What follows belongs to an exercise in optimizing a design on an open flow for small area, a short achievable clock period and few clock cycles per item; a production flow would make more cautious choices. At most, simulation tests tie the RTL to the original design; equivalence was not proved. Only the layout flow was run in runs 1 and 3; the RTL was not checked for function there.

**flow/run.sh**
```bash
#!/bin/bash
# The standard layout, with every input and output port buffered by a buf_2
# (the default port buffer is a slow delay buffer). Make's full output goes to
# flow_make.log here; ORFS's per-step logs stay under orfs/logs/.
set -euo pipefail
bash standard.sh BUFFER_PORTS_ARGS="-buffer_cell sky130_fd_sc_hd__buf_2" finish > flow_make.log 2>&1
```
**standard.sh**
```bash
#!/bin/bash
# synth_recipe.tcl (not shown) runs the flow's synth.tcl, then flattens the netlist and writes it again
# the make line also repeats each setting of config.mk as NAME=value (left out here)
make -C /OpenROAD-flow-scripts/flow DESIGN_CONFIG=/design/flow/config.mk WORK_HOME=/design/flow/orfs CLKGATE_MAP_FILE= SYNTH_SCRIPT=/design/flow/synth_recipe.tcl "${@:-finish}"
```
**config.mk**
```make
export PLATFORM = sky130hd
export DESIGN_NAME = execute_stage
export DESIGN_NICKNAME = execute_stage
export VERILOG_FILES = /design/flow/design.v
export SDC_FILE = /design/flow/constraint.sdc
export NUM_CORES = 4
export LEC_CHECK = 0
export CAP_MARGIN = 20
export CORE_MARGIN = 2
export CORE_UTILIZATION = 35
export SETUP_SLACK_MARGIN = 4.0
export SLEW_MARGIN = 20
```
**constraint.sdc**
```tcl
create_clock -name core_clock -period 10.0 [get_ports {clk}]
set_input_delay 2.0000 -clock core_clock [delete_from_list [all_inputs] [get_ports {clk}]]
set_output_delay 2.0000 -clock core_clock [all_outputs]
set_load 0.01 [all_outputs]
```
**design.v**
```verilog
package legv8_pkg;
  localparam int DATA_W_DEFAULT = 64;
  localparam logic [3:0] ALU_AND   = 4'b0000;
  localparam logic [3:0] ALU_ORR   = 4'b0001;
  localparam logic [3:0] ALU_ADD   = 4'b0010;
  localparam logic [3:0] ALU_SUB   = 4'b0110;
  localparam logic [3:0] ALU_PASSB = 4'b0111;
  localparam logic [3:0] ALU_EOR   = 4'b1010;
  localparam logic [3:0] ALU_NOR   = 4'b1100;
  localparam logic [3:0] ALU_LSL   = 4'b1000;
  localparam logic [3:0] ALU_LSR   = 4'b1001;
  localparam logic [3:0] ALU_MUL   = 4'b1111;
  localparam logic [1:0] FWD_RF    = 2'b00;
  localparam logic [1:0] FWD_WB    = 2'b01;
  localparam logic [1:0] FWD_EXMEM = 2'b10;
endpackage
module mul_booth_step (
  input  logic [63:0] i_mcand,
  input  logic [63:0] i_p,
  input  logic [7:0]  i_one,
  input  logic [7:0]  i_two,
  input  logic [7:0]  i_neg,
  output logic [63:0] o_p,
  output logic        o_zero
);
  logic [8:0][63:0] w_row;
  always_comb begin
    for (int j = 0; j < 8; j++) begin
      for (int m = 0; m < 64; m++) begin
        if (m < 2 * j) begin
          w_row[j][m] = 1'b0;
        end else if (m == 2 * j) begin
          w_row[j][m] = (i_one[j] & i_mcand[0]) ^ i_neg[j];
        end else begin
          w_row[j][m] = ((i_one[j] & i_mcand[m-2*j]) | (i_two[j] & i_mcand[m-2*j-1])) ^ i_neg[j];
        end
      end
    end
    w_row[8] = {i_p[47:0], 16'b0};
    for (int j = 0; j < 8; j++) begin
      w_row[8][2*j] = i_neg[j];
    end
  end
  logic [63:0] s1, c1, s2, c2, s3, c3, s4, c4, s5, c5, s6, c6, s7, c7;
  csa64 u_c1 (.x(w_row[0]), .y(w_row[1]), .z(w_row[2]), .s(s1), .c(c1));
  csa64 u_c2 (.x(w_row[3]), .y(w_row[4]), .z(w_row[5]), .s(s2), .c(c2));
  csa64 u_c3 (.x(w_row[6]), .y(w_row[7]), .z(w_row[8]), .s(s3), .c(c3));
  csa64 u_c4 (.x(s1), .y(c1), .z(s2), .s(s4), .c(c4));
  csa64 u_c5 (.x(c2), .y(s3), .z(c3), .s(s5), .c(c5));
  csa64 u_c6 (.x(s4), .y(c4), .z(s5), .s(s6), .c(c6));
  csa64 u_c7 (.x(s6), .y(c6), .z(c5), .s(s7), .c(c7));
  assign o_p = s7 + c7;
  assign o_zero = &(~((s7 ^ c7) ^ {s7[62:0] | c7[62:0], 1'b0}));
endmodule
module csa64 (
  input  logic [63:0] x,
  input  logic [63:0] y,
  input  logic [63:0] z,
  output logic [63:0] s,
  output logic [63:0] c
);
  logic [63:0] w_maj;
  assign s     = x ^ y ^ z;
  assign w_maj = (x & y) | (x & z) | (y & z);
  assign c     = {w_maj[62:0], 1'b0};
endmodule
import legv8_pkg::*;
module execute_stage
#(
  parameter int DATA_W = legv8_pkg::DATA_W_DEFAULT
) (
  input  logic              clk,
  input  logic              reset,
  input  logic              ID_EX_Valid,
  input  logic              ID_EX_RegWrite,
  input  logic              ID_EX_MemRead,
  input  logic              ID_EX_MemWrite,
  input  logic              ID_EX_MemtoReg,
  input  logic              ID_EX_Branch,
  input  logic              ID_EX_ALUSrc,
  input  logic [3:0]        ID_EX_ALUOp,
  input  logic [4:0]        ID_EX_RegisterRd,
  input  logic [DATA_W-1:0] ID_EX_PC,
  input  logic [DATA_W-1:0] ID_EX_ReadData1,
  input  logic [DATA_W-1:0] ID_EX_ReadData2,
  input  logic [DATA_W-1:0] ID_EX_SignExtImm,
  input  logic [1:0]        ForwardA,
  input  logic [1:0]        ForwardB,
  input  logic [DATA_W-1:0] WB_WriteData,
  input  logic              flush,
  output logic              ex_stall,
  output logic              EX_MEM_Valid,
  output logic              EX_MEM_RegWrite,
  output logic              EX_MEM_MemRead,
  output logic              EX_MEM_MemWrite,
  output logic              EX_MEM_MemtoReg,
  output logic              EX_MEM_Branch,
  output logic              EX_MEM_Zero,
  output logic [4:0]        EX_MEM_RegisterRd,
  output logic [DATA_W-1:0] EX_MEM_ALUResult,
  output logic [DATA_W-1:0] EX_MEM_WriteData,
  output logic [DATA_W-1:0] EX_MEM_BranchTarget
);
  logic fa_ex, fa_wb, fa_rf, fb_ex, fb_wb, fb_rf;
  logic [63:0] w_op_a, w_fwd_b, w_op_b;
  assign fa_ex = (ForwardA == FWD_EXMEM);
  assign fa_wb = (ForwardA == FWD_WB);
  assign fa_rf = !fa_ex && !fa_wb;
  assign fb_ex = (ForwardB == FWD_EXMEM);
  assign fb_wb = (ForwardB == FWD_WB);
  assign fb_rf = !fb_ex && !fb_wb;
  assign w_op_a  = ({64{fa_ex}} & EX_MEM_ALUResult) | ({64{fa_wb}} & WB_WriteData) |
                   ({64{fa_rf}} & ID_EX_ReadData1);
  assign w_fwd_b = ({64{fb_ex}} & EX_MEM_ALUResult) | ({64{fb_wb}} & WB_WriteData) |
                   ({64{fb_rf}} & ID_EX_ReadData2);
  assign w_op_b  = ID_EX_ALUSrc ? ID_EX_SignExtImm : w_fwd_b;
  logic is_and, is_orr, is_add, is_sub, is_passb, is_eor, is_nor, is_lsl, is_lsr, is_mul;
  assign is_and   = (ID_EX_ALUOp == ALU_AND);
  assign is_orr   = (ID_EX_ALUOp == ALU_ORR);
  assign is_add   = (ID_EX_ALUOp == ALU_ADD);
  assign is_sub   = (ID_EX_ALUOp == ALU_SUB);
  assign is_passb = (ID_EX_ALUOp == ALU_PASSB);
  assign is_eor   = (ID_EX_ALUOp == ALU_EOR);
  assign is_nor   = (ID_EX_ALUOp == ALU_NOR);
  assign is_lsl   = (ID_EX_ALUOp == ALU_LSL);
  assign is_lsr   = (ID_EX_ALUOp == ALU_LSR);
  assign is_mul   = (ID_EX_ALUOp == ALU_MUL);
  logic        w_addsub;
  logic [63:0] w_b_x, w_p, w_g;
  logic [64:0] w_sum_x;
  logic [63:0] w_sum;
  logic        w_zero_sum;
  assign w_addsub = is_add | is_sub;
  assign w_b_x    = w_op_b ^ {64{is_sub}};
  assign w_p      = w_op_a ^ w_b_x;
  assign w_g      = w_op_a & w_b_x;
  assign w_sum_x  = {w_op_a, 1'b1} + {w_b_x, is_sub};
  assign w_sum    = w_sum_x[64:1];
  assign w_zero_sum = &(~(w_p ^ {w_p[62:0] | w_g[62:0], is_sub}));
  logic        t_11, t_01, t_00;
  logic [63:0] w_bitwise;
  assign t_11 = is_and | is_orr;
  assign t_01 = is_orr | is_eor;
  assign t_00 = is_nor;
  assign w_bitwise = ({64{t_11}} & w_g) | ({64{t_01}} & w_p) | ({64{t_00}} & ~(w_p | w_g)) |
                     ({64{is_passb}} & w_op_b);
  logic [63:0] w_sh_in, w_sh_out, w_shift;
  logic        w_is_shift;
  assign w_is_shift = is_lsl | is_lsr;
  always_comb begin
    for (int i = 0; i < 64; i++) begin
      w_sh_in[i] = is_lsr ? w_op_a[63-i] : w_op_a[i];
    end
  end
  assign w_sh_out = w_sh_in << w_op_b[5:0];
  always_comb begin
    for (int i = 0; i < 64; i++) begin
      w_shift[i] = w_is_shift & (is_lsr ? w_sh_out[63-i] : w_sh_out[i]);
    end
  end
  logic [63:0] w_alu_result;
  logic        w_alu_zero;
  assign w_alu_result = ({64{w_addsub}} & w_sum) | w_bitwise | w_shift;
  assign w_alu_zero   = w_addsub ? w_zero_sum :
                        w_is_shift ? ~|w_sh_out : ~|w_bitwise;
  logic [63:0] w_branch_target;
  assign w_branch_target = ID_EX_PC + {ID_EX_SignExtImm[61:0], 2'b00};
  logic        r_busy;
  logic [1:0]  r_cnt;         
  logic [47:0] r_mplier;      
  logic [7:0]  r_one, r_two, r_neg;
  logic        w_kill, w_mul_start, w_mul_last;
  assign w_kill      = reset | flush;
  assign w_mul_start = ID_EX_Valid && is_mul && !r_busy && !w_kill;
  assign w_mul_last  = r_busy && (r_cnt == 2'd0);
  assign ex_stall    = !w_kill && ((ID_EX_Valid && is_mul && !r_busy) || (r_busy && r_cnt != 2'd0));
  function automatic logic [1:0] chunks_m1(input logic [63:0] x);
    if (&x[63:15] || ~|x[63:15])      chunks_m1 = 2'd0;
    else if (&x[63:31] || ~|x[63:31]) chunks_m1 = 2'd1;
    else if (&x[63:47] || ~|x[63:47]) chunks_m1 = 2'd2;
    else                              chunks_m1 = 2'd3;
  endfunction
  function automatic logic [23:0] booth(input logic [63:0] x, input logic [1:0] i);
    logic [16:0] c;
    logic [7:0]  one, two, neg;
    case (i)
      2'd0:    c = {x[15:0], 1'b0};
      2'd1:    c = x[31:15];
      2'd2:    c = x[47:31];
      default: c = x[63:47];
    endcase
    for (int j = 0; j < 8; j++) begin
      one[j] = c[2*j+1] ^ c[2*j];
      two[j] = (c[2*j+2] & !c[2*j+1] & !c[2*j]) | (!c[2*j+2] & c[2*j+1] & c[2*j]);
      neg[j] = c[2*j+2];
    end
    booth = {one, two, neg};
  endfunction
  logic [1:0]  w_na, w_nb, w_n0;
  logic        w_swap;
  logic [63:0] w_mcand_in, w_mplier_in;
  assign w_na        = chunks_m1(w_op_a);
  assign w_nb        = chunks_m1(w_op_b);
  assign w_swap      = (w_na < w_nb);
  assign w_n0        = w_swap ? w_na : w_nb;
  assign w_mcand_in  = w_swap ? w_op_b : w_op_a;
  assign w_mplier_in = w_swap ? w_op_a : w_op_b;
  logic [23:0] w_dig_next;
  assign w_dig_next = w_mul_start ? booth(w_mplier_in, w_n0)
                                  : booth({16'b0, r_mplier}, r_cnt - 2'd1);
  logic [63:0] w_mul_p;
  logic        w_mul_zero;
  mul_booth_step u_step (
    .i_mcand (EX_MEM_BranchTarget),
    .i_p     (EX_MEM_ALUResult),
    .i_one   (r_one),
    .i_two   (r_two),
    .i_neg   (r_neg),
    .o_p     (w_mul_p),
    .o_zero  (w_mul_zero)
  );
  always_ff @(posedge clk) begin
    if (w_kill) begin
      r_busy <= 1'b0;
    end else if (w_mul_start) begin
      r_busy <= 1'b1;
    end else if (w_mul_last) begin
      r_busy <= 1'b0;
    end
  end
  always_ff @(posedge clk) begin
    if (w_mul_start) begin
      r_cnt    <= w_n0;
      r_mplier <= w_mplier_in[47:0];
    end else if (r_busy) begin
      r_cnt    <= r_cnt - 2'd1;
    end
    {r_one, r_two, r_neg} <= w_dig_next;
  end
  logic w_valid_next;
  assign w_valid_next = !w_kill && ID_EX_Valid && (r_busy ? (r_cnt == 2'd0) : !is_mul);
  always_ff @(posedge clk) begin
    EX_MEM_Valid      <= w_valid_next;
    EX_MEM_RegWrite   <= w_valid_next && ID_EX_RegWrite;
    EX_MEM_MemRead    <= w_valid_next && ID_EX_MemRead;
    EX_MEM_MemWrite   <= w_valid_next && ID_EX_MemWrite;
    EX_MEM_Branch     <= w_valid_next && ID_EX_Branch;
    EX_MEM_MemtoReg   <= ID_EX_MemtoReg;
    EX_MEM_RegisterRd <= ID_EX_RegisterRd;
    EX_MEM_ALUResult  <= r_busy ? w_mul_p : w_alu_result;
    EX_MEM_Zero       <= r_busy ? w_mul_zero : w_alu_zero;
    if (!r_busy) begin
      EX_MEM_WriteData <= w_fwd_b;
    end
    if (w_mul_start) begin
      EX_MEM_BranchTarget <= w_mcand_in;
    end else if (!r_busy || w_mul_last) begin
      EX_MEM_BranchTarget <= w_branch_target;
    end
  end
endmodule
```
==> results of run 1 <==
[per-layer routing]
| layer | up-vias | global-route usage (%) |
|---|---|---|
| met4 | 28 | 29.50 |
| met5 | - | 0 |
| li1 | 24930 | - |
| met2 | 5102 | 62.50 |
| met1 | 31080 | 56.14 |
| met3 | 1185 | 17.57 |
[layout make-up]
cell class / count / area, µm² / area share (%)
multi-input cells: 4939 / 46460 / 64.83
repair buffers: 1340 / 11040 / 15.40
flip-flops and latches: 279 / 7462 / 10.41
inverters: 713 / 2740 / 3.824
well taps: 2044 / 2557 / 3.569
clock buffers: 58 / 1192 / 1.664
clock inverters: 16 / 141.4 / 0.1973
diodes: 28 / 70.07 / 0.09778
[final timing paths]
path / start / endpoint / depth (start not counted)
worst max-delay path: ForwardB[1] / EX_MEM_ALUResult[56]$_DFF_P_ / 24
worst min-delay path: r_mplier[47]$_DFFE_PP_ / r_one[0]$_DFF_P_ / 4
worst max register to register: r_neg[1]$_DFF_P_ / EX_MEM_ALUResult[61]$_DFF_P_ / 22
worst min register to register: r_mplier[47]$_DFFE_PP_ / r_one[0]$_DFF_P_ / 4
[what timing repair did]
action	4_1_cts	5_1_grt
cloned	20	11
pin swaps	159	215
resized for setup	575	449
setup endpoints to repair	203	124
hold endpoints to repair	0	0
setup buffers	374	115
[registers in the layout, indices dropped and copies added, names as in the netlist]
| signal | count |
|---|---|
| EX_MEM_Zero | 1 |
| EX_MEM_RegWrite | 1 |
| r_busy | 1 |
| EX_MEM_MemRead | 1 |
| r_neg | 8 |
| EX_MEM_RegisterRd | 5 |
| EX_MEM_Valid | 1 |
| r_cnt | 2 |
| r_one | 8 |
| r_two | 8 |
| EX_MEM_ALUResult | 64 |
| EX_MEM_MemtoReg | 1 |
| EX_MEM_Branch | 1 |
| EX_MEM_WriteData | 64 |
| EX_MEM_MemWrite | 1 |
| r_mplier | 48 |
| EX_MEM_BranchTarget | 64 |
[cell families (layout without fill, tap and decap cells)]
kind of cell / Yosys count / count (layout)
buffers and inverters: 1328 / 2127
AO/OA/AOI/OAI: 1906 / 1908
XOR/XNOR: 836 / 836
other: 0 / 28
adder cells (fa/ha/maj): 718 / 718
multiplexers: 390 / 391
flip-flops: 279 / 279
AND/OR/NAND/NOR: 1085 / 1086
[critical path, delay by kind of cell]
family          cells  cell delay [ps]
fa+ha+maj           2              670
buf+inv             6             1030
mux                 1              170
simple gates        7             1110
xor+xnor            1              140
compound gates      7             1700
[layout by cell type, fill, tap and decap left out, types with 28 or more instances in the layout]
cell	instances
inv_1	692
xnor2_1	609
buf_4	573
buf_2	544
a22oi_1	450
fa_1	353
a21oi_1	320
nand2_1	309
mux2i_1	274
ha_1	256
nor2_1	235
o21ai_0	213
a222oi_1	181
edfxtp_1	178
xor2_1	164
a21o_1	137
nand4_1	85
buf_12	81
dfxtp_1	75
buf_6	72
nand3_1	63
ha_4	54
clkbuf_16	53
nor3_1	48
a22oi_2	48
nor4_1	47
a21oi_2	44
mux2i_2	44
a211oi_1	42
xnor2_2	41
o21bai_1	40
o21ai_1	39
nor2b_1	34
ha_2	34
diode_2	28
o211ai_1	28
==> flow_summary_export.csv, run 1 <==
group,metric,value,unit
clock_network,clk_latency,670,ps
placement,hpwl,276.1,mm
yosys,synth-simple-area-share,9.749,%
detailed_routing,num_vias,62330,
die,fp.dieH,398.2,µm
detailed_routing,wl_per_cell,39.37,µm
setup_path,cp_data_arrival_time,6880,ps
timing,rsz0062_at_grt,"true",
cells_and_area,syn_to_final_growth,31.75,%
detailed_routing,drt-met1-wl,138.1,mm
yosys,synthesis.instances,6542,
timing,finalHoldViolCount,0,
die,fp.dieW,398.2,µm
cells_and_area,finalInstanceArea,71660,µm²
die,die-area,158600,µm²
grt,grt_pass1_vias,58410,
yosys,synth_compound_area_share,24.47,%
detailed_routing,final_antenna_net_count,0,
detailed_routing,wl,370.8,mm
clock_network,cts_hold_buf,0,
setup_path,max_stage_delay,520,ps
yosys,async_flop_share,0,%
clock_network,ctsLongestPathBuffers,3,
detailed_routing,first_pass_iters,14,
detailed_routing,met2_length,147.5,mm
yosys,synth_cell_types,88,
clock_network,path_clk_slew,60,ps
detailed_routing,met3_length,52.75,mm
cells_and_area,nets,8374,
clock_network,clock-sinks,279,
cells_and_area,finalNonFillerCells,9417,
clock_network,cts_buffers,40,
timing,holdWs,628.4,ps
yosys,seq_area_frac_synth,13.54,%
yosys,yosysTopAreaCell,"fa_1",
detailed_routing,avgViaCountPerCell,6.619,
yosys,synth.area.mux_share,7.653,%
die,rows,144,
timing,setup_violations,0,
yosys,synthAdderAreaFrac,21.68,%
timing,max_clock_freq,0.1567,GHz
grt,grt_max_degree,100,
detailed_routing,drt_iter0_markers,10220,
timing,worst_clock_skew,68.92,ps
detailed_routing,drc,0,
yosys,yosysTopAreaCellShare,13.76,%
clock_network,h-tree-depth,2,
yosys,syn-num-nets,7603,
setup_path,crit_path_start_kind,"primary input",
die,core,154200,µm²
setup_path,crit_path_max_fanout,7,
cells_and_area,drive_gt1_share,29.12,%
yosys,syn_area,54390,µm²
setup_path,required,10500,ps
grt,grt_pass1_wl,489.2,mm
cells_and_area,fillers,15090,
yosys,synth_seq_cells,279,
setup_path,path_cells,"buf_8 > ha_4 > buf_12 > buf_16 > a222oi_1 > buf_4 > nand2_4 > o21ai_4 > xnor2_2 > ha_4 > and4_4 > nand4_1 > nor3_2 > nand2_1 > nor3_4 > buf_12 > o21ai_4 > a31oi_4 > a221o_1 > buf_6 > nand4_1 > mux2i_1 > a221oi_1 > a311oi_1",
timing,post-route-period-util,63.81,%
yosys,synth.avg_cell_area,8.314,µm²
job,maxCapViolations,0,
grt,grt_usage,44.58,%
yosys,synth_ff_type,"edfxtp_1",
min_path,hp-class,"flip-flop to flip-flop",
timing,fin_ws,3619,ps
placement,dp_worst_setup_slack,1616,ps
yosys,yosys-top-cells-count,"inv_1, xnor2_1, a22oi_1, clkbuf_1, a21oi_1",
timing,worst_slew_pin_slew,1238,ps
timing,drv_slew,0,
clock_network,root_buffer,"clkbuf_16",
run_status,status,"complete, no violations",
detailed_routing,top_layer,"met5",
die,start_util,35.27,%
clock_network,cts_tree,"yes",
yosys,synth_edf_count,178,
setup_path,endpoint_kind,"flip-flop",
setup_path,worst-r2r-setup-slack,3680,ps
yosys,yosys.cell_count.top_type,"inv_1",
timing,timing.final.crit_period,6381,ps
setup_path,critPathKind,"primary input to flip-flop",
yosys,synth_top_family_by_area,"compound AO/OA/AOI/OAI gates",
yosys,yosys-top-cells-area,"fa_1, xnor2_1, edfxtp_1, ha_1, a22oi_1",
placement,gp_congestion,1.158,
die,num_io_pins,548,
cells_and_area,fin_util,46.46,%
yosys,ys_warn_count,2,
setup_path,critPathSlowestCell,"a222oi_1",
timing,setup_tns,0,ps
timing,slew-limit-headroom,16.93,%
grt,antenna_found_initial,50,
grt,gr-total-overflow,0,
yosys,synth_xor_area_share,13.46,%
placement,place_inst,8793,
placement,dpl-instance-area,59920,µm²
placement,port_buffers,547,
==> inputs of run 2 (changes only) <==
--- a/design.v
+++ b/design.v
@@ -127,5 +127,5 @@
   assign is_mul   = (ID_EX_ALUOp == ALU_MUL);
   logic        w_addsub;
-  logic [63:0] w_b_x, w_p, w_g;
+  logic [63:0] w_b_x;
   logic [64:0] w_sum_x;
   logic [63:0] w_sum;
@@ -133,35 +133,19 @@
   assign w_addsub = is_add | is_sub;
   assign w_b_x    = w_op_b ^ {64{is_sub}};
-  assign w_p      = w_op_a ^ w_b_x;
-  assign w_g      = w_op_a & w_b_x;
   assign w_sum_x  = {w_op_a, 1'b1} + {w_b_x, is_sub};
   assign w_sum    = w_sum_x[64:1];
-  assign w_zero_sum = &(~(w_p ^ {w_p[62:0] | w_g[62:0], is_sub}));
-  logic        t_11, t_01, t_00;
-  logic [63:0] w_bitwise;
-  assign t_11 = is_and | is_orr;
-  assign t_01 = is_orr | is_eor;
-  assign t_00 = is_nor;
-  assign w_bitwise = ({64{t_11}} & w_g) | ({64{t_01}} & w_p) | ({64{t_00}} & ~(w_p | w_g)) |
-                     ({64{is_passb}} & w_op_b);
-  logic [63:0] w_sh_in, w_sh_out, w_shift;
-  logic        w_is_shift;
-  assign w_is_shift = is_lsl | is_lsr;
-  always_comb begin
-    for (int i = 0; i < 64; i++) begin
-      w_sh_in[i] = is_lsr ? w_op_a[63-i] : w_op_a[i];
-    end
-  end
-  assign w_sh_out = w_sh_in << w_op_b[5:0];
-  always_comb begin
-    for (int i = 0; i < 64; i++) begin
-      w_shift[i] = w_is_shift & (is_lsr ? w_sh_out[63-i] : w_sh_out[i]);
-    end
-  end
+  assign w_zero_sum = &(~((w_op_a ^ w_b_x) ^ {w_op_a[62:0] | w_b_x[62:0], is_sub}));
+  logic [63:0] w_other;
+  assign w_other = ({64{is_and}}   & (w_op_a & w_op_b)) |
+                   ({64{is_orr}}   & (w_op_a | w_op_b)) |
+                   ({64{is_passb}} & w_op_b) |
+                   ({64{is_eor}}   & (w_op_a ^ w_op_b)) |
+                   ({64{is_nor}}   & ~(w_op_a | w_op_b)) |
+                   ({64{is_lsl}}   & (w_op_a << w_op_b[5:0])) |
+                   ({64{is_lsr}}   & (w_op_a >> w_op_b[5:0]));
   logic [63:0] w_alu_result;
   logic        w_alu_zero;
-  assign w_alu_result = ({64{w_addsub}} & w_sum) | w_bitwise | w_shift;
-  assign w_alu_zero   = w_addsub ? w_zero_sum :
-                        w_is_shift ? ~|w_sh_out : ~|w_bitwise;
+  assign w_alu_result = ({64{w_addsub}} & w_sum) | w_other;
+  assign w_alu_zero   = w_addsub ? w_zero_sum : ~|w_other;
   logic [63:0] w_branch_target;
   assign w_branch_target = ID_EX_PC + {ID_EX_SignExtImm[61:0], 2'b00};
==> run.sh (new file) <==
#!/bin/bash
# synth_recipe.tcl (not shown) runs the flow's synth.tcl, then flattens the netlist and writes it again
# the make line also repeats each setting of config.mk as NAME=value (left out here)
make -C /OpenROAD-flow-scripts/flow DESIGN_CONFIG=/design/flow/config.mk WORK_HOME=/design/flow/orfs CLKGATE_MAP_FILE= SYNTH_SCRIPT=/design/flow/synth_recipe.tcl finish
--- a/config.mk
+++ b/config.mk
@@ -9,4 +9,4 @@
 export CORE_MARGIN = 2
 export CORE_UTILIZATION = 35
-export SETUP_SLACK_MARGIN = 4.0
+export SETUP_SLACK_MARGIN = 1.0
 export SLEW_MARGIN = 20
removed: flow/run.sh
removed: standard.sh
==> run 2 against run 1 <==
Effect of this change:
- still clean
- worst setup slack lost 2400 ps
- clock skew shrank 17 ps
- maximum frequency fell by 28%
- critical endpoint is now EX_MEM_ALUResult[63]$_DFF_P_
==> flow_summary_export.csv, run 2 <==
group,metric,value,unit
setup_path,crit_path_start_kind,"primary input",
clock_network,ctsLongestPathBuffers,3,
detailed_routing,drc,0,
min_path,hold-path-endpoint,"r_one[2]$_DFF_P_",
timing,worst_clock_skew,51.92,ps
yosys,async_flop_share,0,%
cells_and_area,finalNonFillerCells,10070,
setup_path,worst-r2r-setup-slack,1330,ps
setup_path,r2r_start,"EX_MEM_BranchTarget[9]$_DFFE_PP_",
clock_network,postCtsSetupBuffers,0,
detailed_routing,wl_per_cell,47.36,µm
job,maxCapViolations,0,
yosys,synth_ff_type,"edfxtp_1",
setup_path,r2r_cells,21,
yosys,syn-num-nets,8574,
cells_and_area,nets,8968,
yosys,ys_warn_count,2,
timing,max_clock_freq,0.1133,GHz
detailed_routing,drt_iter0_markers,14060,
die,start_util,35.26,%
yosys,yosys-top-cells-count,"inv_1, xnor2_1, a22oi_1, clkbuf_1, ha_1",
clock_network,cts_resized,0,
clock_network,cts_hold_buf,0,
setup_path,cp_data_arrival_time,9430,ps
die,fp.dieH,414.5,µm
yosys,yosys.cell_count.top_type,"inv_1",
clock_network,root_buffer,"clkbuf_16",
grt,gr-total-overflow,0,
die,num_io_pins,548,
timing,drv_slew,0,
run_status,status,"complete, no violations",
placement,place_inst,9940,
detailed_routing,wl,477.0,mm
cells_and_area,finalInstanceArea,70010,µm²
timing,finalHoldViolCount,0,
cells_and_area,drive_gt1_share,9.333,%
die,fp.dieW,414.5,µm
cells_and_area,layout_common_cells,"inv_1, xnor2_1, a22oi_1",
clock_network,clk_latency,670,ps
detailed_routing,num_vias,70780,
yosys,synth_cell_types,102,
cells_and_area,mostFrequentLayoutCell,"inv_1",
detailed_routing,first_pass_iters,15,
detailed_routing,final_antenna_net_count,0,
grt,grt_pass1_wl,620.7,mm
yosys,yosysTopAreaCell,"fa_1",
cells_and_area,syn_to_final_growth,18.73,%
timing,worst_slew_pin_slew,1382,ps
placement,dpl-instance-area,68490,µm²
grt,grt_pass1_vias,65740,
timing,holdWs,717.1,ps
timing,setup_violations,0,
setup_path,endpoint_kind,"flip-flop",
clock_network,path_clk_slew,60,ps
die,rows,150,
timing,slew-limit-headroom,7.772,%
cells_and_area,fillers,17060,
grt,grt_max_degree,98,
timing,post-route-period-util,88.27,%
setup_path,critPathKind,"primary input to flip-flop",
yosys,seq_area_frac_synth,12.49,%
yosys,yosysTopAreaCellShare,12.70,%
clock_network,h-tree-depth,2,
die,die-area,171800,µm²
yosys,synthesis.instances,7386,
yosys,yosys-top-cells-area,"fa_1, ha_1, xnor2_1, edfxtp_1, a22oi_1",
clock_network,cts_buffers,40,
min_path,min_path_cells,3,
timing,timing.final.crit_period,8827,ps
min_path,hold_start,"r_mplier[36]$_DFFE_PP_",
setup_path,required,10600,ps
cells_and_area,top_regs,"EX_MEM_ALUResult: 64 flops, EX_MEM_BranchTarget: 64 flops, EX_MEM_WriteData: 64 flops",
yosys,synth.avg_cell_area,7.983,µm²
cells_and_area,fin_util,41.86,%
placement,port_buffers,547,
cells_and_area,regArea,7446,µm²
die,core,167200,µm²
clock_network,clock-sinks,279,
timing,rsz0062_at_grt,"false",
yosys,syn_area,58960,µm²
min_path,hp-class,"flip-flop to flip-flop",
placement,gp_congestion,1.188,
grt,antenna_found_initial,70,
grt,grt_usage,53.18,%
yosys,synth_seq_cells,279,
setup_path,crit_path_max_fanout,49,
cells_and_area,multiInputGateArea,46110,µm²
placement,hpwl,386.7,mm
timing,setup_tns,0,ps
detailed_routing,avgViaCountPerCell,7.029,
clock_network,cts_tree,"yes",
setup_path,reg2reg_to,"EX_MEM_ALUResult[56]$_DFF_P_",
yosys,synth_edf_count,178,
## run 2: cell count changes after synthesis, sizes merged, moves of 74 or more
| cell | delta |
|---|---|
| a222oi | -86 |
| a21oi | +89 |
| a22oi | +77 |
| o21ai | +98 |
| mux2i | -214 |
| nand2 | +119 |
| o22ai | +74 |
| ha | +127 |
| nor2 | +86 |
## run 2: critical path, cell delays in order
cell and delay, ps:
clkdlybuf4s50_1 560, inv_1 100, ha_4 490, buf_4 350, a222oi_1 1030, nand2_1 100
o21ai_1 370, xnor2_1 280, ha_1 480, and4_1 270, nand3_1 130, nor2_1 90
a221oi_1 470, a21oi_1 160, o211ai_1 480, a21boi_1 290, a211oi_2 650, o41ai_1 140
buf_4 170, a2111oi_0 370, o21ai_0 130, a32oi_1 200
## run 2: metrics by stage
| step | setup WS (ps) |
|---|---|
| after detailed placement | 955.6 |
| after global placement | 656.6 |
| after floorplan | 1987 |
| final | 1173 |
| after CTS | 1560 |
| after global routing | 1130 |
## run 2: cell families after synthesis
logic type | count (synthesis) | synth area share, %
AOI/OAI and AO/OA | 2456 | 28.78
buffers and inverters | 1452 | 9.729
and+or+nand+nor | 1362 | 10.99
adders and majority gates | 845 | 22.69
xor gates and xnor gates | 821 | 12.19
DFF | 279 | 12.49
muxes | 171 | 3.115
## run 2: layout make-up
| type | count | area share, % |
|---|---|---|
| timing repair buffer | 1038 | 13.35 |
| clock buffer | 48 | 1.501 |
| multi-input combinational | 5655 | 65.86 |
| sequential | 279 | 10.64 |
| clock inverter | 25 | 0.3914 |
| tap | 2204 | 3.939 |
| inverter | 766 | 4.123 |
| antenna | 55 | 0.1966 |
## run 2: how the worst max path moves through the flow
stage | from | endpoint | slack [ps]
after floorplan | ForwardB[0] | EX_MEM_ALUResult[62]$_DFF_P_ | 1990
after global placement | ForwardB[0] | EX_MEM_ALUResult[61]$_DFF_P_ | 660
after detailed placement | ForwardB[0] | EX_MEM_ALUResult[63]$_DFF_P_ | 960
after CTS | EX_MEM_BranchTarget[5]$_DFFE_PP_ | EX_MEM_ALUResult[57]$_DFF_P_ | 1560
after global routing | ForwardB[0] | EX_MEM_ALUResult[63]$_DFF_P_ | 1130
final | ForwardB[0] | EX_MEM_ALUResult[63]$_DFF_P_ | 1170
## run 2: metal layers
metal | vias up | wire length, µm | GRT usage, %
li1 | 27350 | - | -
met1 | 34970 | 168600 | 62.31
met2 | 6629 | 188800 | 74.22
met3 | 1801 | 67520 | 22.05
met4 | 32 | 51540 | 46.02
met5 | - | 482 | 1.889
Testbench counts of run 2, summed over its fixed seeds: cycles 6,499, instrs 4,800.
==> inputs of run 3 (changes only) <==
--- a/design.v
+++ b/design.v
@@ -102,4 +102,5 @@
   output logic [DATA_W-1:0] EX_MEM_BranchTarget
 );
+  logic        r_busy;        
   logic fa_ex, fa_wb, fa_rf, fb_ex, fb_wb, fb_rf;
   logic [63:0] w_op_a, w_fwd_b, w_op_b;
@@ -127,5 +128,5 @@
   assign is_mul   = (ID_EX_ALUOp == ALU_MUL);
   logic        w_addsub;
-  logic [63:0] w_b_x;
+  logic [63:0] w_b_x, w_p, w_g;
   logic [64:0] w_sum_x;
   logic [63:0] w_sum;
@@ -133,22 +134,42 @@
   assign w_addsub = is_add | is_sub;
   assign w_b_x    = w_op_b ^ {64{is_sub}};
+  assign w_p      = w_op_a ^ w_b_x;
+  assign w_g      = w_op_a & w_b_x;
   assign w_sum_x  = {w_op_a, 1'b1} + {w_b_x, is_sub};
   assign w_sum    = w_sum_x[64:1];
-  assign w_zero_sum = &(~((w_op_a ^ w_b_x) ^ {w_op_a[62:0] | w_b_x[62:0], is_sub}));
-  logic [63:0] w_other;
-  assign w_other = ({64{is_and}}   & (w_op_a & w_op_b)) |
-                   ({64{is_orr}}   & (w_op_a | w_op_b)) |
-                   ({64{is_passb}} & w_op_b) |
-                   ({64{is_eor}}   & (w_op_a ^ w_op_b)) |
-                   ({64{is_nor}}   & ~(w_op_a | w_op_b)) |
-                   ({64{is_lsl}}   & (w_op_a << w_op_b[5:0])) |
-                   ({64{is_lsr}}   & (w_op_a >> w_op_b[5:0]));
-  logic [63:0] w_alu_result;
+  assign w_zero_sum = &(~(w_p ^ {w_p[62:0] | w_g[62:0], is_sub}));
+  logic        t_11, t_01, t_00;
+  logic [63:0] w_bitwise;
+  assign t_11 = is_and | is_orr;
+  assign t_01 = is_orr | is_eor;
+  assign t_00 = is_nor;
+  assign w_bitwise = ({64{t_11}} & w_g) | ({64{t_01}} & w_p) | ({64{t_00}} & ~(w_p | w_g)) |
+                     ({64{is_passb}} & w_op_b);
+  logic [63:0] w_sh_in, w_sh_out, w_shift;
+  logic        w_is_shift;
+  assign w_is_shift = is_lsl | is_lsr;
+  always_comb begin
+    for (int i = 0; i < 64; i++) begin
+      w_sh_in[i] = is_lsr ? w_op_a[63-i] : w_op_a[i];
+    end
+  end
+  assign w_sh_out = w_sh_in << w_op_b[5:0];
+  always_comb begin
+    for (int i = 0; i < 64; i++) begin
+      w_shift[i] = is_lsr ? w_sh_out[63-i] : w_sh_out[i];
+    end
+  end
+  logic        sel_sum, sel_bitwise, sel_shift;
+  logic [63:0] w_result_alu;
   logic        w_alu_zero;
-  assign w_alu_result = ({64{w_addsub}} & w_sum) | w_other;
-  assign w_alu_zero   = w_addsub ? w_zero_sum : ~|w_other;
+  assign sel_sum     = w_addsub && !r_busy;
+  assign sel_bitwise = !w_addsub && !w_is_shift && !r_busy;
+  assign sel_shift   = w_is_shift && !r_busy;
+  assign w_result_alu = ({64{sel_sum}} & w_sum) | ({64{sel_bitwise}} & w_bitwise) |
+                        ({64{sel_shift}} & w_shift);
+  assign w_alu_zero   = (sel_sum & w_zero_sum) | (sel_shift & ~|w_sh_out) |
+                        (sel_bitwise & ~|w_bitwise);
   logic [63:0] w_branch_target;
   assign w_branch_target = ID_EX_PC + {ID_EX_SignExtImm[61:0], 2'b00};
-  logic        r_busy;
   logic [1:0]  r_cnt;         
   logic [47:0] r_mplier;      
@@ -159,19 +180,6 @@
   assign w_mul_last  = r_busy && (r_cnt == 2'd0);
   assign ex_stall    = !w_kill && ((ID_EX_Valid && is_mul && !r_busy) || (r_busy && r_cnt != 2'd0));
-  function automatic logic [1:0] chunks_m1(input logic [63:0] x);
-    if (&x[63:15] || ~|x[63:15])      chunks_m1 = 2'd0;
-    else if (&x[63:31] || ~|x[63:31]) chunks_m1 = 2'd1;
-    else if (&x[63:47] || ~|x[63:47]) chunks_m1 = 2'd2;
-    else                              chunks_m1 = 2'd3;
-  endfunction
-  function automatic logic [23:0] booth(input logic [63:0] x, input logic [1:0] i);
-    logic [16:0] c;
-    logic [7:0]  one, two, neg;
-    case (i)
-      2'd0:    c = {x[15:0], 1'b0};
-      2'd1:    c = x[31:15];
-      2'd2:    c = x[47:31];
-      default: c = x[63:47];
-    endcase
+  function automatic logic [23:0] booth(input logic [16:0] c);
+    logic [7:0] one, two, neg;
     for (int j = 0; j < 8; j++) begin
       one[j] = c[2*j+1] ^ c[2*j];
@@ -181,16 +189,43 @@
     booth = {one, two, neg};
   endfunction
-  logic [1:0]  w_na, w_nb, w_n0;
+  function automatic logic [2:0] fits(input logic [63:0] x);
+    logic e1, e2, e3;
+    e1 = &(~(x[31:16] ^ x[30:15]));
+    e2 = &(~(x[47:32] ^ x[46:31]));
+    e3 = &(~(x[63:48] ^ x[62:47]));
+    fits = {e3, e3 & e2, e3 & e2 & e1};
+  endfunction
+  logic [2:0]  w_fa, w_fb, w_fmin;
   logic        w_swap;
+  logic [3:0]  w_m;
   logic [63:0] w_mcand_in, w_mplier_in;
-  assign w_na        = chunks_m1(w_op_a);
-  assign w_nb        = chunks_m1(w_op_b);
-  assign w_swap      = (w_na < w_nb);
-  assign w_n0        = w_swap ? w_na : w_nb;
+  logic [23:0] w_dig_first;
+  assign w_fa   = fits(w_op_a);
+  assign w_fb   = fits(w_op_b);
+  assign w_fmin = w_fa | w_fb;
+  assign w_swap = (w_fa[0] & !w_fb[0]) | (w_fa[1] & !w_fb[1]) | (w_fa[2] & !w_fb[2]);
+  assign w_m    = {!w_fmin[2], w_fmin[2] & !w_fmin[1], w_fmin[1] & !w_fmin[0], w_fmin[0]};
   assign w_mcand_in  = w_swap ? w_op_b : w_op_a;
   assign w_mplier_in = w_swap ? w_op_a : w_op_b;
+  logic [16:0] w_chunk_first;
+  always_comb begin
+    w_chunk_first = '0;
+    for (int c = 0; c < 4; c++) begin
+      w_chunk_first = w_chunk_first |
+        ({17{w_m[c] & w_swap}}  & ((c == 0) ? {w_op_a[15:0], 1'b0} : w_op_a[16*c-1 +: 17])) |
+        ({17{w_m[c] & !w_swap}} & ((c == 0) ? {w_op_b[15:0], 1'b0} : w_op_b[16*c-1 +: 17]));
+    end
+  end
+  assign w_dig_first = booth(w_chunk_first);
+  logic [16:0] w_chunk_next;
+  always_comb begin
+    case (r_cnt)
+      2'd1:    w_chunk_next = {r_mplier[15:0], 1'b0};
+      2'd2:    w_chunk_next = r_mplier[31:15];
+      default: w_chunk_next = r_mplier[47:31];
+    endcase
+  end
   logic [23:0] w_dig_next;
-  assign w_dig_next = w_mul_start ? booth(w_mplier_in, w_n0)
-                                  : booth({16'b0, r_mplier}, r_cnt - 2'd1);
+  assign w_dig_next = booth(r_busy ? w_chunk_next : w_chunk_first);
   logic [63:0] w_mul_p;
   logic        w_mul_zero;
@@ -214,8 +249,8 @@
   end
   always_ff @(posedge clk) begin
-    if (w_mul_start) begin
-      r_cnt    <= w_n0;
+    if (!r_busy) begin
+      r_cnt    <= {w_m[3] | w_m[2], w_m[3] | w_m[1]};
       r_mplier <= w_mplier_in[47:0];
-    end else if (r_busy) begin
+    end else begin
       r_cnt    <= r_cnt - 2'd1;
     end
@@ -232,10 +267,10 @@
     EX_MEM_MemtoReg   <= ID_EX_MemtoReg;
     EX_MEM_RegisterRd <= ID_EX_RegisterRd;
-    EX_MEM_ALUResult  <= r_busy ? w_mul_p : w_alu_result;
-    EX_MEM_Zero       <= r_busy ? w_mul_zero : w_alu_zero;
+    EX_MEM_ALUResult  <= ({64{r_busy}} & w_mul_p) | w_result_alu;
+    EX_MEM_Zero       <= (r_busy & w_mul_zero) | w_alu_zero;
     if (!r_busy) begin
       EX_MEM_WriteData <= w_fwd_b;
     end
-    if (w_mul_start) begin
+    if (!r_busy && is_mul) begin
       EX_MEM_BranchTarget <= w_mcand_in;
     end else if (!r_busy || w_mul_last) begin
==> flow/run.sh (new file) <==
#!/bin/bash
# The standard layout, with every input and output port buffered by a buf_2
# (the default port buffer is a slow delay buffer). Make's full output goes to
# flow_make.log here; ORFS's per-step logs stay under orfs/logs/.
set -euo pipefail
bash standard.sh BUFFER_PORTS_ARGS="-buffer_cell sky130_fd_sc_hd__buf_2" finish > flow_make.log 2>&1
==> standard.sh (new file) <==
#!/bin/bash
# synth_recipe.tcl (not shown) runs the flow's synth.tcl, then flattens the netlist and writes it again
# the make line also repeats each setting of config.mk as NAME=value (left out here)
make -C /OpenROAD-flow-scripts/flow DESIGN_CONFIG=/design/flow/config.mk WORK_HOME=/design/flow/orfs CLKGATE_MAP_FILE= SYNTH_SCRIPT=/design/flow/synth_recipe.tcl "${@:-finish}"
--- a/config.mk
+++ b/config.mk
@@ -9,4 +9,4 @@
 export CORE_MARGIN = 2
 export CORE_UTILIZATION = 35
-export SETUP_SLACK_MARGIN = 1.0
+export SETUP_SLACK_MARGIN = 5.0
 export SLEW_MARGIN = 20
removed: run.sh
==> run 3 against run 2 <==
Effect of this change:
- synthesized area fell by 7.9%
- synthesized cell count fell by 11%
- design area rose by 12%
- global-route usage fell by 9.4 points
- sequential cell count did not move
- still clean
==> flow_summary_export.csv, run 3 <==
group,metric,value,unit
run_status,status,"complete, no violations",
die,die-area,158300,µm²
yosys,yosys-top-cells-area,"fa_1, xnor2_1, edfxtp_1, ha_1, a22oi_1",
die,rows,144,
clock_network,path_clk_slew,70,ps
setup_path,critPathBufInv,4,
detailed_routing,drt-met1-wl,130.0,mm
setup_path,crit_path_max_fanout,4,
grt,antenna_found_initial,32,
detailed_routing,met3_length,57.65,mm
grt,grt_pass1_vias,60850,
detailed_routing,drt_iter0_markers,11350,
clock_network,ctsLongestPathBuffers,3,
setup_path,crit_path_start_kind,"flip-flop",
setup_path,crit_start,"EX_MEM_BranchTarget[11]$_DFFE_PP_",
detailed_routing,wl,368.6,mm
detailed_routing,drc,0,
timing,setup_tns,0,ps
setup_path,cpLargestDelayFamily,"compound AO/OA/AOI/OAI gates",
die,fp.dieW,397.9,µm
cells_and_area,nets,8715,
yosys,async_flop_share,0,%
detailed_routing,first_pass_iters,15,
detailed_routing,final_antenna_net_count,0,
placement,hpwl,254.8,mm
clock_network,clock-sinks,279,
yosys,syn-num-nets,7642,
detailed_routing,wl_per_cell,37.79,µm
timing,timing.final.crit_period,6439,ps
yosys,synth_edf_count,176,
cells_and_area,mostFrequentLayoutCell,"buf_4",
setup_path,r2r_cells,23,
timing,finalHoldViolCount,0,
cells_and_area,layout_common_cells,"buf_4, inv_1, xnor2_1",
min_path,min_path_cells,1,
grt,gr-total-overflow,0,
timing,worst_slew_pin_slew,1342,ps
setup_path,path_cells,"buf_6 > buf_16 > a22oi_2 > xnor2_2 > fa_2 > fa_1 > inv_1 > fa_1 > inv_2 > fa_2 > ha_4 > and4_4 > and2_4 > a221oi_4 > o221ai_2 > a22oi_2 > a41o_1 > o31ai_4 > a21o_4 > a311o_1 > a221oi_2 > xnor2_2 > o211ai_1",
clock_network,root_buffer,"clkbuf_16",
yosys,yosysTopAreaCell,"fa_1",
yosys,syn_area,54310,µm²
setup_path,r2r_start,"EX_MEM_BranchTarget[11]$_DFFE_PP_",
job,maxCapViolations,0,
setup_path,endpoint,"EX_MEM_ALUResult[63]$_DFF_P_",
timing,max_clock_freq,0.1553,GHz
detailed_routing,met2_length,147.0,mm
cells_and_area,syn_to_final_growth,44.64,%
yosys,synth_ff_type,"edfxtp_1",
setup_path,max_stage_delay,600,ps
yosys,yosysTopAreaCellShare,13.79,%
die,num_io_pins,548,
grt,grt_pass1_wl,488.5,mm
detailed_routing,num_vias,64970,
yosys,synth_cell_types,94,
timing,setup_violations,0,
yosys,ys_warn_count,2,
die,core,154000,µm²
timing,slew-limit-headroom,9.858,%
clock_network,cts_buffers,36,
yosys,synth.avg_cell_area,8.248,µm²
yosys,seq_area_frac_synth,13.53,%
yosys,yosys-top-cells-count,"inv_1, xnor2_1, a22oi_1, clkbuf_1, nand2_1",
placement,port_buffers,547,
cells_and_area,drive_gt1_share,37.62,%
die,fp.dieH,397.9,µm
setup_path,crit_cells,23,
timing,rsz0062_at_grt,"true",
setup_path,critPathKind,"flip-flop to flip-flop",
detailed_routing,top_layer,"met5",
timing,drv_slew,0,
setup_path,required,10440,ps
setup_path,reg2reg_to,"EX_MEM_ALUResult[63]$_DFF_P_",
grt,grt_max_degree,66,
clock_network,clk_latency,630,ps
setup_path,worst-r2r-setup-slack,3560,ps
grt,grt_usage,43.81,%
setup_path,endpoint_kind,"flip-flop",
detailed_routing,avgViaCountPerCell,6.661,
setup_path,cp_data_arrival_time,6880,ps
clock_network,cts_tree,"yes",
timing,worst_clock_skew,38.58,ps
clock_network,h-tree-depth,2,
yosys,yosys.cell_count.top_type,"inv_1",
placement,gp_congestion,1.101,
timing,holdWs,474.5,ps
timing,post-route-period-util,64.39,%
yosys,synthesis.instances,6584,
setup_path,critPathSlowestCell,"fa_2",
yosys,synth_seq_cells,279,
cells_and_area,top_regs,"EX_MEM_ALUResult: 64 flops, EX_MEM_BranchTarget: 64 flops, EX_MEM_WriteData: 64 flops",
min_path,hp-class,"flip-flop to flip-flop",
die,start_util,35.25,%
run 3: cell types whose count changed after synthesis, sizes merged, moves of 54 or more:
cell | previous run | this run
o211ai | 98 | 44
a222oi | 95 | 180
a22oi | 575 | 514
a211oi | 106 | 52
nor2 | 342 | 213
a21oi | 471 | 287
buf | 207 | 152
mux2i | 131 | 248
inv | 757 | 702
nand2 | 453 | 379
ha | 471 | 341
o22ai | 101 | 42
run 3: how the worst min path moves through the flow:
stage / to / start
after floorplan: r_cnt[0]$_DFF_P_ / r_cnt[0]$_DFF_P_
after global placement: r_cnt[0]$_DFF_P_ / r_cnt[0]$_DFF_P_
after detailed placement: r_cnt[0]$_DFF_P_ / r_cnt[0]$_DFF_P_
after CTS: r_cnt[0]$_DFF_P_ / r_cnt[0]$_DFF_P_
after global routing: r_cnt[0]$_DFF_P_ / r_cnt[0]$_DFF_P_
final: r_cnt[0]$_DFF_P_ / r_cnt[0]$_DFF_P_
run 3: cells by family (layout without fill, tap and decap cells):
logic type | Yosys count | in the layout | synth area share [%]
simple gates | 1104 | 1107 | 9.891
flops | 279 | 279 | 13.53
buf+inv | 1348 | 2440 | 9.704
mux | 326 | 328 | 6.209
other cells | 0 | 25 | 0
fa+ha+maj | 715 | 715 | 21.64
xor+xnor | 826 | 826 | 13.32
compound gates | 1986 | 1990 | 25.70
run 3: through the flow:
step           utilization (%)  instances  worst slack [ps]  area [µm²]
2_1_floorplan                -       6584              3416       55190
3_3_place_gp             38.42       8733              1683       59190
3_5_place_dp             38.49       8743              1815       59290
4_1_cts                  46.87       9415              3795       72200
5_1_grt                  50.95       9731              3488       78490
6_report                 50.99       9754              3561       78550
run 3: layer usage:
layer,vias to the layer above,GRT usage [%]
li1,25760,-
met1,32200,53.68
met2,5616,61.44
met4,28,31.05
met3,1370,18.39
met5,-,0
run 3: timing repair:
action,4_1_cts,5_1_grt
hold buffers,0,0
setup endpoints to repair,204,203
cloned,31,9
setup buffers,575,305
pin swaps,317,269
resized for setup,1068,744
run 3: worst register-to-register path: cells and delay by family, from the launching register on:
family	cells	cell delay, ps
buffers and inverters	4	430
flip-flops	1	470
adder cells (fa/ha/maj)	5	2300
AO/OA/AOI/OAI	10	2390
AND/OR/NAND/NOR	2	320
XOR/XNOR	2	370
run 3: layout make-up:
| class | count | area (µm²) |
|---|---|---|
| clock inverter | 21 | 250.2 |
| inverter | 703 | 2680 |
| clock buffer | 45 | 964.7 |
| multi-input combinational | 4966 | 49680 |
| sequential | 279 | 7441 |
| fill | 14120 | 75500 |
| timing repair buffer | 1671 | 14910 |
| tap | 2044 | 2557 |
| antenna | 25 | 62.56 |
==> inputs of run 4 (changes only) <==
--- a/design.v
+++ b/design.v
@@ -115,5 +115,8 @@
   assign w_fwd_b = ({64{fb_ex}} & EX_MEM_ALUResult) | ({64{fb_wb}} & WB_WriteData) |
                    ({64{fb_rf}} & ID_EX_ReadData2);
-  assign w_op_b  = ID_EX_ALUSrc ? ID_EX_SignExtImm : w_fwd_b;
+  assign w_op_b  = ({64{ID_EX_ALUSrc}} & ID_EX_SignExtImm) |
+                   ({64{!ID_EX_ALUSrc && fb_ex}} & EX_MEM_ALUResult) |
+                   ({64{!ID_EX_ALUSrc && fb_wb}} & WB_WriteData) |
+                   ({64{!ID_EX_ALUSrc && fb_rf}} & ID_EX_ReadData2);
   logic is_and, is_orr, is_add, is_sub, is_passb, is_eor, is_nor, is_lsl, is_lsr, is_mul;
   assign is_and   = (ID_EX_ALUOp == ALU_AND);
==> flow/run.sh (replaced) <==
#!/bin/bash
# The standard layout, with every input and output port buffered by a buf_1
# (the default port buffer is a slow delay buffer); the resizer upsizes the
# ones on critical paths. Make's full output goes to flow_make.log here;
# ORFS's per-step logs stay under orfs/logs/.
set -euo pipefail
bash standard.sh BUFFER_PORTS_ARGS="-buffer_cell sky130_fd_sc_hd__buf_1" finish > flow_make.log 2>&1
--- a/config.mk
+++ b/config.mk
@@ -8,5 +8,6 @@
 export CAP_MARGIN = 20
 export CORE_MARGIN = 2
-export CORE_UTILIZATION = 35
-export SETUP_SLACK_MARGIN = 5.0
+export CORE_UTILIZATION = 50
+export SETUP_SLACK_MARGIN = 4.0
 export SLEW_MARGIN = 20
+export TNS_END_PERCENT = 10
==> run 4 against run 3 <==
Effect of this change:
- still clean
- synthesized cell count shrank 0.76%
- sequential share of layout area grew 2.1 points
- clock skew shrank 14 ps
- worst setup slack lost 380 ps
- synthesized area shrank 0.72%
- critical endpoint is now EX_MEM_Zero$_DFF_P_
==> flow_summary_export.csv, run 4 <==
group,metric,value,unit
placement,hpwl,233.4,mm
die,start_util,50.37,%
cells_and_area,top_regs,"EX_MEM_ALUResult: 64 flops, EX_MEM_BranchTarget: 64 flops, EX_MEM_WriteData: 64 flops",
yosys,synth_cell_types,96,
detailed_routing,drc,0,
yosys,yosys.cell_count.top_type,"inv_1",
cells_and_area,drive_gt1_share,14.25,%
timing,setup_tns,0,ps
cells_and_area,finalNonFillerCells,8493,
cells_and_area,syn_to_final_growth,19.00,%
detailed_routing,num_vias,61450,
setup_path,required,10520,ps
setup_path,crit_path_start_kind,"primary input",
clock_network,path_clk_slew,70,ps
timing,worst_slew_pin_slew,1332,ps
cells_and_area,nets,8086,
yosys,yosys-top-cells-area,"fa_1, xnor2_1, edfxtp_1, ha_1, a22oi_1",
clock_network,ctsLongestPathBuffers,3,
detailed_routing,first_pass_iters,17,
placement,dpl-instance-area,57200,µm²
clock_network,cts_buffers,41,
grt,grt_usage,54.29,%
yosys,yosysTopAreaCell,"fa_1",
placement,gp_congestion,1.185,
yosys,synth_ff_type,"edfxtp_1",
placement,dp_worst_setup_slack,1894,ps
timing,max_clock_freq,0.1467,GHz
cells_and_area,fin_util,59.94,%
setup_path,endpoint_kind,"flip-flop",
cells_and_area,fillers,9724,
die,fp.dieW,332.4,µm
run_status,status,"complete, no violations",
die,fp.dieH,332.4,µm
placement,port_buffers,547,
min_path,hp-class,"flip-flop to flip-flop",
setup_path,crit_path_max_fanout,9,
timing,rsz0062_at_grt,"true",
timing,holdWs,477.0,ps
timing,setup_violations,0,
yosys,syn_area,53920,µm²
clock_network,root_buffer,"clkbuf_16",
grt,gr-total-overflow,0,
grt,grt_pass1_vias,56700,
yosys,synth_edf_count,176,
yosys,ys_warn_count,2,
detailed_routing,drt_iter0_markers,11450,
timing,post-route-period-util,68.15,%
die,num_io_pins,548,
cells_and_area,mostFrequentLayoutCell,"inv_1",
yosys,synth.avg_cell_area,8.252,µm²
detailed_routing,wl,314.2,mm
die,core,107100,µm²
die,rows,120,
clock_network,cts_tree,"yes",
timing,drv_slew,0,
detailed_routing,wl_per_cell,36.99,µm
yosys,yosysTopAreaCellShare,13.89,%
timing,timing.final.crit_period,6815,ps
placement,place_inst,8073,
clock_network,h-tree-depth,2,
clock_network,clock-sinks,279,
yosys,yosys-top-cells-count,"inv_1, xnor2_1, a22oi_1, clkbuf_1, nand2_1",
timing,finalHoldViolCount,0,
cells_and_area,layout_common_cells,"inv_1, xnor2_1, buf_1",
clock_network,clk_latency,650,ps
cells_and_area,finalInstanceArea,64160,µm²
timing,fin_ws,3185,ps
yosys,async_flop_share,0,%
grt,grt_max_degree,89,
die,die-area,110500,µm²
yosys,synthesis.instances,6534,
detailed_routing,final_antenna_net_count,0,
detailed_routing,avgViaCountPerCell,7.236,
job,maxCapViolations,0,
yosys,synth_seq_cells,279,
timing,worst_clock_skew,24.44,ps
yosys,seq_area_frac_synth,13.63,%
grt,antenna_found_initial,27,
grt,grt_pass1_wl,430.1,mm
setup_path,critPathKind,"primary input to flip-flop",
setup_path,cp_data_arrival_time,7340,ps
yosys,syn-num-nets,7592,
timing,slew-limit-headroom,11.19,%
[run 4: path summary, 6_finish.rpt]
path              slack, ps  cells past startpoint                            to                               from
setup reg to reg       3460                     26  EX_MEM_ALUResult[55]$_DFF_P_  EX_MEM_BranchTarget[10]$_DFFE_PP_
setup / recovery       3180                     17           EX_MEM_Zero$_DFF_P_                        ForwardB[0]
hold reg to reg         480                      1              r_cnt[0]$_DFF_P_                   r_cnt[0]$_DFF_P_
hold / removal          480                      1              r_cnt[0]$_DFF_P_                   r_cnt[0]$_DFF_P_
[run 4: layer usage]
metal	up-vias	share of wire [%]	track usage (%)
met5	-	0.23	5.992
met4	30	9.3	37.78
met3	1388	18	26.93
met2	5928	38	72.66
met1	29740	35	66.78
li1	24370	-	-
[run 4: what timing repair did]
item | CTS | global route
resized for setup | 347 | 74
gates cloned | 9 | 3
buffers inserted | 255 | 45
endpoints found under the setup margin | 101 | 90
hold buffers | 0 | 0
pin swaps | 98 | 47
[run 4: final cells by class]
cell class	instances	area (µm²)	share of cell area [%]
Antenna cell	29	72.57	0.1131
Clock buffer	48	1094	1.704
Clock inverter	28	395.4	0.6162
Inverter	695	2624	4.089
Multi-Input combinational cell	4934	43240	67.39
Sequential cell	279	7441	11.60
Tap cell	1403	1755	2.736
Timing Repair Buffer	1077	7540	11.75
[run 4: critical path, cell delays in order]
cell and delay (ps):
buf_2 140, inv_6 40, ha_4 290, buf_4 190, a222oi_1 850, a21oi_1 440
xor2_1 260, ha_1 550, xnor2_1 210, nor4_1 350, nand4_1 150, nor4_1 370
nand4_1 220, nor3_1 510, a41oi_1 270, o21a_1 340, o31ai_1 140
[run 4: cell families (layout without fill, tap and decap cells)]
group / Yosys count / in the layout / synth area share [%]
XOR/XNOR: 827 / 827 / 13.43
multiplexers: 332 / 332 / 6.395
flip-flops: 279 / 279 / 13.63
other: 0 / 29 / 0
adder cells (fa/ha/maj): 715 / 715 / 21.80
AND/OR/NAND/NOR: 1131 / 1132 / 9.976
buffers and inverters: 1324 / 1848 / 9.491
AO/OA/AOI/OAI: 1926 / 1928 / 25.28
Testbench counts of run 4, summed over its fixed seeds: cycles 6,499, instrs 4,800.

## separate check: timing with driven ports
Ports are ideal in the flow. The routed layouts listed here were re-timed in OpenROAD.
Step 1: set_driving_cell puts a clkbuf_16 on clk and a buf_2 on each other input, an assumption about the parent block.
Step 2 also shifts input and output timing later by t, the mid clock arrival at the registers, as if the neighbouring blocks saw the same clock.
Three values: ideal ports, drivers, drivers and shift; two values: the first two.
run | t (ns) | slack for setup (ns) | clock arrival spread, ns | worst slew at a driven data input, ns
run 1 | 0.704 | 3.619 / 3.621 / 2.917 | 0.070 / 0.070 | 0.12
run 2 | 0.738 | 1.173 / 1.242 / 0.504 | 0.051 / 0.051 | 0.17
run 3 | 0.685 | 3.561 / 3.561 / 3.088 | 0.040 / 0.040 | 0.11
run 4 | 0.709 | 3.185 / 3.228 / 2.519 | 0.025 / 0.024 | 0.19
After both steps setup and hold are still met in every run listed. For run 1, which loses most, drivers alone change the setup slack by +0.002 ns; drivers and shift together by -0.702 ns.
